Source: an optimization exercise on an open RTL-to-GDS flow (aim: small area, a short achievable clock period and few clock cycles per item). Production flows keep margins and buffers that such runs may drop.
Function was checked by simulation only, so behaviour that the tests miss may differ from the original.

==> job 8998: inputs <==
// greedy_box_suppression
module greedy_box_suppression #(
  parameter int MAX_ACCEPTED = 64
) (
  input  logic        clk,
  input  logic        rst,
  input  logic        cfg_we,
  input  logic [8:0]  cfg_wdata,
  input  logic        in_valid,
  output logic        in_ready,
  input  logic        first_of_set,
  input  logic [11:0] box_left,
  input  logic [11:0] box_top,
  input  logic [11:0] box_width,
  input  logic [11:0] box_height,
  output logic        out_valid,
  input  logic        out_ready,
  output logic        accepted,
  output logic        store_full,
  output logic [6:0]  accepted_total
);
make LEC_CHECK=0 ABC_CLOCK_PERIOD_IN_PS=4800 CAP_MARGIN=40 CORE_MARGIN=2 CORE_UTILIZATION=30 PLACE_DENSITY=0.45 SETUP_SLACK_MARGIN=4.2 SLEW_MARGIN=40 finish   # period 9.0 ns
run.sh (not shown) runs the stock make flow with config.mk's settings and CLKGATE_MAP_FILE= SYNTH_SCRIPT=/design/flow/synth_recipe.tcl, a recipe that flattens the netlist after the stock synthesis.
==> job 3133: changes against job 8998 <==
--- a/flow/design.v
+++ b/flow/design.v
@@ -295,21 +295,17 @@
   gbs_le9v #(.N(1)) u_wxb (.a({1'b0, wb_l[11:K]}), .b(q_xb),       .le(wok_xb));
   gbs_le9v #(.N(1)) u_wya (.a(q_ya),              .b(wb_b[12:K]), .le(wok_ya));
   gbs_le9v #(.N(1)) u_wyb (.a({1'b0, wb_t[11:K]}), .b(q_yb),       .le(wok_yb));
   assign ovl_wb = wok_xa && wok_xb && wok_ya && wok_yb;
   logic [6:0]  infl;        
   logic [4:0]  outst;       
   logic        has_free, first_clear, noslot, slot_ok, credit_ok;
   logic [N-1:0] free_vec, wb_cur, cand_vec;
-  logic reuse_old, reuse_any;
-  assign reuse_old   = (!pmv || (pm_ep == cur_ep)) && (!iv || (is_ep == cur_ep));
-  assign reuse_any   = !pmv && !iv;
-  assign free_vec    = ~pend & (~valid |
-                       (q_first ? {N{reuse_any}} : ({N{reuse_old}} & (st_ep ^ {N{cur_ep}}))));
+  assign free_vec    = ~pend & ~valid;
   assign has_free    = |free_vec;
   assign first_clear = q_first && (infl == 7'd0);
   assign noslot      = !q_first && !has_free && (pend == '0);
   assign slot_ok     = has_free || first_clear || noslot;
   assign alloc       = (first_clear ? {{(N-1){1'b0}}, 1'b1} : lowest(free_vec)) &
                        {N{!noslot}};
   assign credit_ok   = (outst != 5'(OD));
   assign wb_cur      = wb_sel & {N{wb_v}};
@@ -324,44 +320,43 @@
     if (pfire) begin
       wb_sel <= alloc;
       wb_l   <= q_l;
       wb_t   <= q_t;
       wb_r   <= q_r;
       wb_b   <= q_b;
     end
   end
-  logic         pmv, pm_first, pm_has, pm_ep;
+  logic         pmv, pm_first, pm_has;
   logic [N-1:0] pm_mask;
   logic [11:0]  pm_l, pm_t, pm_w, pm_h;
   logic [12:0]  pm_r, pm_b;
   logic [5:0]   pm_slot;
   logic         pm_take;
   assign pfire = qv && (!pmv || pm_take) && credit_ok && slot_ok;
   always_ff @(posedge clk) begin
     if (rst)          pmv <= 1'b0;
     else if (pfire)   pmv <= 1'b1;
     else if (pm_take) pmv <= 1'b0;
   end
   always_ff @(posedge clk) begin
     if (pfire) begin
       pm_first <= q_first;
-      pm_ep    <= cur_ep ^ q_first;
       pm_has   <= !noslot;
       pm_mask  <= pmask;
       pm_l     <= q_l;
       pm_t     <= q_t;
       pm_w     <= q_w;
       pm_h     <= q_h;
       pm_r     <= q_r;
       pm_b     <= q_b;
       pm_slot  <= enc64(alloc);
     end
   end
-  logic         iv, is_first, is_has, is_last, is_ep;
+  logic         iv, is_first, is_has, is_last;
   logic [N-1:0] is_s, is_m;
   logic [11:0]  is_l, is_t, is_w, is_h;
   logic [12:0]  is_r, is_b;
   logic [5:0]   is_slot;
   logic         issue_free;
   logic [N-1:0] pm_low, m_low, pm_rest, m_rest;
   assign issue_free = !iv || is_last;
   assign pm_take    = pmv && issue_free;
@@ -379,17 +374,16 @@
     end
   end
   always_ff @(posedge clk) begin
     if (pm_take) begin
       is_s     <= pm_low;
       is_m     <= pm_rest;
       is_last  <= (pm_rest == '0);
       is_first <= pm_first;
-      is_ep    <= pm_ep;
       is_has   <= pm_has;
       is_l     <= pm_l;
       is_t     <= pm_t;
       is_w     <= pm_w;
       is_h     <= pm_h;
       is_r     <= pm_r;
       is_b     <= pm_b;
       is_slot  <= pm_slot;
Settings changed: CORE_UTILIZATION 30 to 22, PLACE_DENSITY 0.45 to 0.4.
==> job 9095: changes against job 8998 <==
--- a/flow/design.v
+++ b/flow/design.v
@@ -184,17 +184,32 @@
       if (fpush) fwp <= ~fwp;
       if (fpop)  frp <= ~frp;
       fcnt <= fcnt + {1'b0, fpush} - {1'b0, fpop};
     end
   end
   logic        gv, g_first;
   logic [11:0] g_l, g_t, g_w, g_h;
   logic [12:0] g_r, g_b;
-  logic [16:0] g_px, g_py;
+  logic [16:0] g_pxs, g_pxc, g_pys, g_pyc;    
+  logic [71:0] px1, px2, px3, py1, py2, py3;
+  logic [35:0] rx [0:4];
+  logic [35:0] ry [0:4];
+  always_comb begin
+    for (int i = 0; i < 5; i++) begin
+      rx[i] = thr[4+i] ? (36'(fhead[23:12]) << i) : 36'd0;
+      ry[i] = thr[4+i] ? (36'(fhead[11:0]) << i) : 36'd0;
+    end
+  end
+  assign px1 = csa(rx[0], rx[1], rx[2]);
+  assign px2 = csa(px1[35:0], px1[71:36], rx[3]);
+  assign px3 = csa(px2[35:0], px2[71:36], rx[4]);
+  assign py1 = csa(ry[0], ry[1], ry[2]);
+  assign py2 = csa(py1[35:0], py1[71:36], ry[3]);
+  assign py3 = csa(py2[35:0], py2[71:36], ry[4]);
   logic        g_adv;
   logic [35:0] fr_sum, fb_sum;
   assign fr_sum = padd(36'(fhead[47:36]), 36'(fhead[23:12]), 1'b0);
   assign fb_sum = padd(36'(fhead[35:24]), 36'(fhead[11:0]), 1'b0);
   always_ff @(posedge clk) begin
     if (rst)        gv <= 1'b0;
     else if (fpop)  gv <= 1'b1;
     else if (g_adv) gv <= 1'b0;
@@ -203,37 +218,44 @@
     if (fpop) begin
       g_first <= fhead[48];
       g_l     <= fhead[47:36];
       g_t     <= fhead[35:24];
       g_w     <= fhead[23:12];
       g_h     <= fhead[11:0];
       g_r     <= fr_sum[12:0];
       g_b     <= fb_sum[12:0];
-      g_px    <= 17'(fhead[23:12]) * 17'(thr[8:4]);
-      g_py    <= 17'(fhead[11:0]) * 17'(thr[8:4]);
+      g_pxs   <= px3[16:0];
+      g_pxc   <= px3[52:36];
+      g_pys   <= py3[16:0];
+      g_pyc   <= py3[52:36];
     end
   end
   localparam int K = 4;
   logic        qv, q_first, q_never;
   logic [11:0] q_l, q_t, q_w, q_h;
   logic [12:0] q_r, q_b;
   logic [12-K:0] q_xa, q_ya;    
   logic [11-K:0] q_xb, q_yb;    
   logic        pfire;
-  logic [12:0] ddx, ddy;
+  logic        zx, zy;
+  logic [71:0] cxa, cya, cxb, cyb;
   logic [35:0] sxa, sya, sxb, syb;
   assign fpop  = fvalid && (!gv || g_adv);
   assign g_adv = gv && (!qv || pfire);
-  assign ddx = (g_px[16:4] == 13'd0) ? 13'd1 : g_px[16:4];
-  assign ddy = (g_py[16:4] == 13'd0) ? 13'd1 : g_py[16:4];
-  assign sxa = padd(36'(g_l), 36'(ddx), 1'b0);
-  assign sya = padd(36'(g_t), 36'(ddy), 1'b0);
-  assign sxb = padd(36'(g_r), ~(36'(ddx)), 1'b1);
-  assign syb = padd(36'(g_b), ~(36'(ddy)), 1'b1);
+  assign zx  = (g_pxs[16:4] == 13'd0) && (g_pxc[16:4] == 13'd0);
+  assign zy  = (g_pys[16:4] == 13'd0) && (g_pyc[16:4] == 13'd0);
+  assign cxa = csa(36'(g_l), 36'(g_pxs[16:4]), 36'(g_pxc[16:4]));
+  assign cya = csa(36'(g_t), 36'(g_pys[16:4]), 36'(g_pyc[16:4]));
+  assign sxa = padd(cxa[35:0], cxa[71:36] | 36'(zx), 1'b0);
+  assign sya = padd(cya[35:0], cya[71:36] | 36'(zy), 1'b0);
+  assign cxb = csa(36'(g_r), ~(36'(g_pxs[16:4])), ~(36'(g_pxc[16:4])));
+  assign cyb = csa(36'(g_b), ~(36'(g_pys[16:4])), ~(36'(g_pyc[16:4])));
+  assign sxb = padd(cxb[35:0], cxb[71:36] | 36'd1, !zx);
+  assign syb = padd(cyb[35:0], cyb[71:36] | 36'd1, !zy);
   always_ff @(posedge clk) begin
     if (rst)        qv <= 1'b0;
     else if (g_adv) qv <= 1'b1;
     else if (pfire) qv <= 1'b0;
   end
   always_ff @(posedge clk) begin
     if (g_adv) begin
       q_first <= g_first;
Settings changed: ABC_CLOCK_PERIOD_IN_PS 4800 to 4700, CTS_BUF_LIST set to sky130_fd_sc_hd__clkbuf_8, SETUP_SLACK_MARGIN 4.2 to 4.3.
==> flow_metrics.tcl <==
set metrics [dict create \
    layout_setup_ws_ns 3.92 \
    wl_met2_um 567000 \
    hpwl_um 951000 \
    slowest_stage "a21oi_1" \
    grt_max_degree 128 \
    fin_util 0.261 \
    fin_crit_ns 5.08 \
    synth-simple-area-share 0.0830 \
    synth_top_area_share 0.525 \
    crit_fanout 41 \
    clock_sinks 4983 \
    drive_above_1_share 0.120 \
    crit_buf_inv 4 \
    timing.rr.end "pm_mask[43]$_DFFE_PP_" \
    status "no timing/DRC/antenna violations" \
    min_to "rc_w[11]$_DFF_P_" \
]
the above is filed under job 3133

==> flow_metrics.tcl <==
set metrics [dict create \
    fin_util 0.352 \
    slowest_stage "nor2_1" \
    fin_crit_ns 5.07 \
    crit_fanout 66 \
    drt.antenna.violating_nets 1 \
    status "failed layout checks" \
    grt_max_degree 102 \
    drive_above_1_share 0.126 \
    wl_met2_um 585000 \
    check.faults "antenna violations" \
    clock_sinks 4985 \
    crit_buf_inv 3 \
    min_to "b_idx[5]$_DFF_P_" \
    synth_top_area_share 0.523 \
]
the above is filed under job 8998

==> flow_metrics.tcl <==
set metrics [dict create \
    synth_top_area_share 0.523 \
    relSlewSlack 0.228 \
    synth-simple-area-share 0.0798 \
    timing.rr.end "pm_mask[54]$_DFFE_PP_" \
    wl_met2_um 545000 \
    crit_buf_inv 2 \
    fin_util 0.347 \
    min_to "d2_first$_DFF_P_" \
    hpwl_um 881000 \
    status "no timing/DRC/antenna violations" \
    slowest_stage "a21boi_0" \
    clock_sinks 5007 \
    drive_above_1_share 0.135 \
]
the above is filed under job 9095

Testbench counts of job 8998, summed over its fixed seeds: cycles 11,267, items 7,850.
Testbench counts of job 3133, summed over its fixed seeds: cycles 11,403, items 7,850.
Testbench counts of job 9095, summed over its fixed seeds: cycles 11,267, items 7,850.

## what the ideal ports hide
How much do the figures lean on ideal ports? The routed layouts below were timed once more, with nothing changed but the port constraints. Step 1 sets driving cells, clkbuf_16 on the clock port and buf_2 on the other inputs (assumed; they add their load-dependent delay and slew). Step 2 also shifts input and output timing later by t, the mid clock arrival at the registers, as if the neighbouring blocks saw the same clock. Three values: ideal ports, drivers, drivers and shift; two values: the first two.
run	t (ns)	slack for setup (ns)	hold WS [ns]	worst setup path after step 2	worst register clock-pin slew, ns
job 8998	1.310	3.926 / 3.926 / 3.926	0.277 / 0.277 / 0.277	register to register	0.07 / 0.07
job 3133	1.247	3.917 / 3.917 / 3.917	0.279 / 0.279 / 0.279	register to register	0.07 / 0.07
job 9095	1.574	3.993 / 3.993 / 3.993	0.276 / 0.276 / 0.276	register to register	0.08 / 0.08
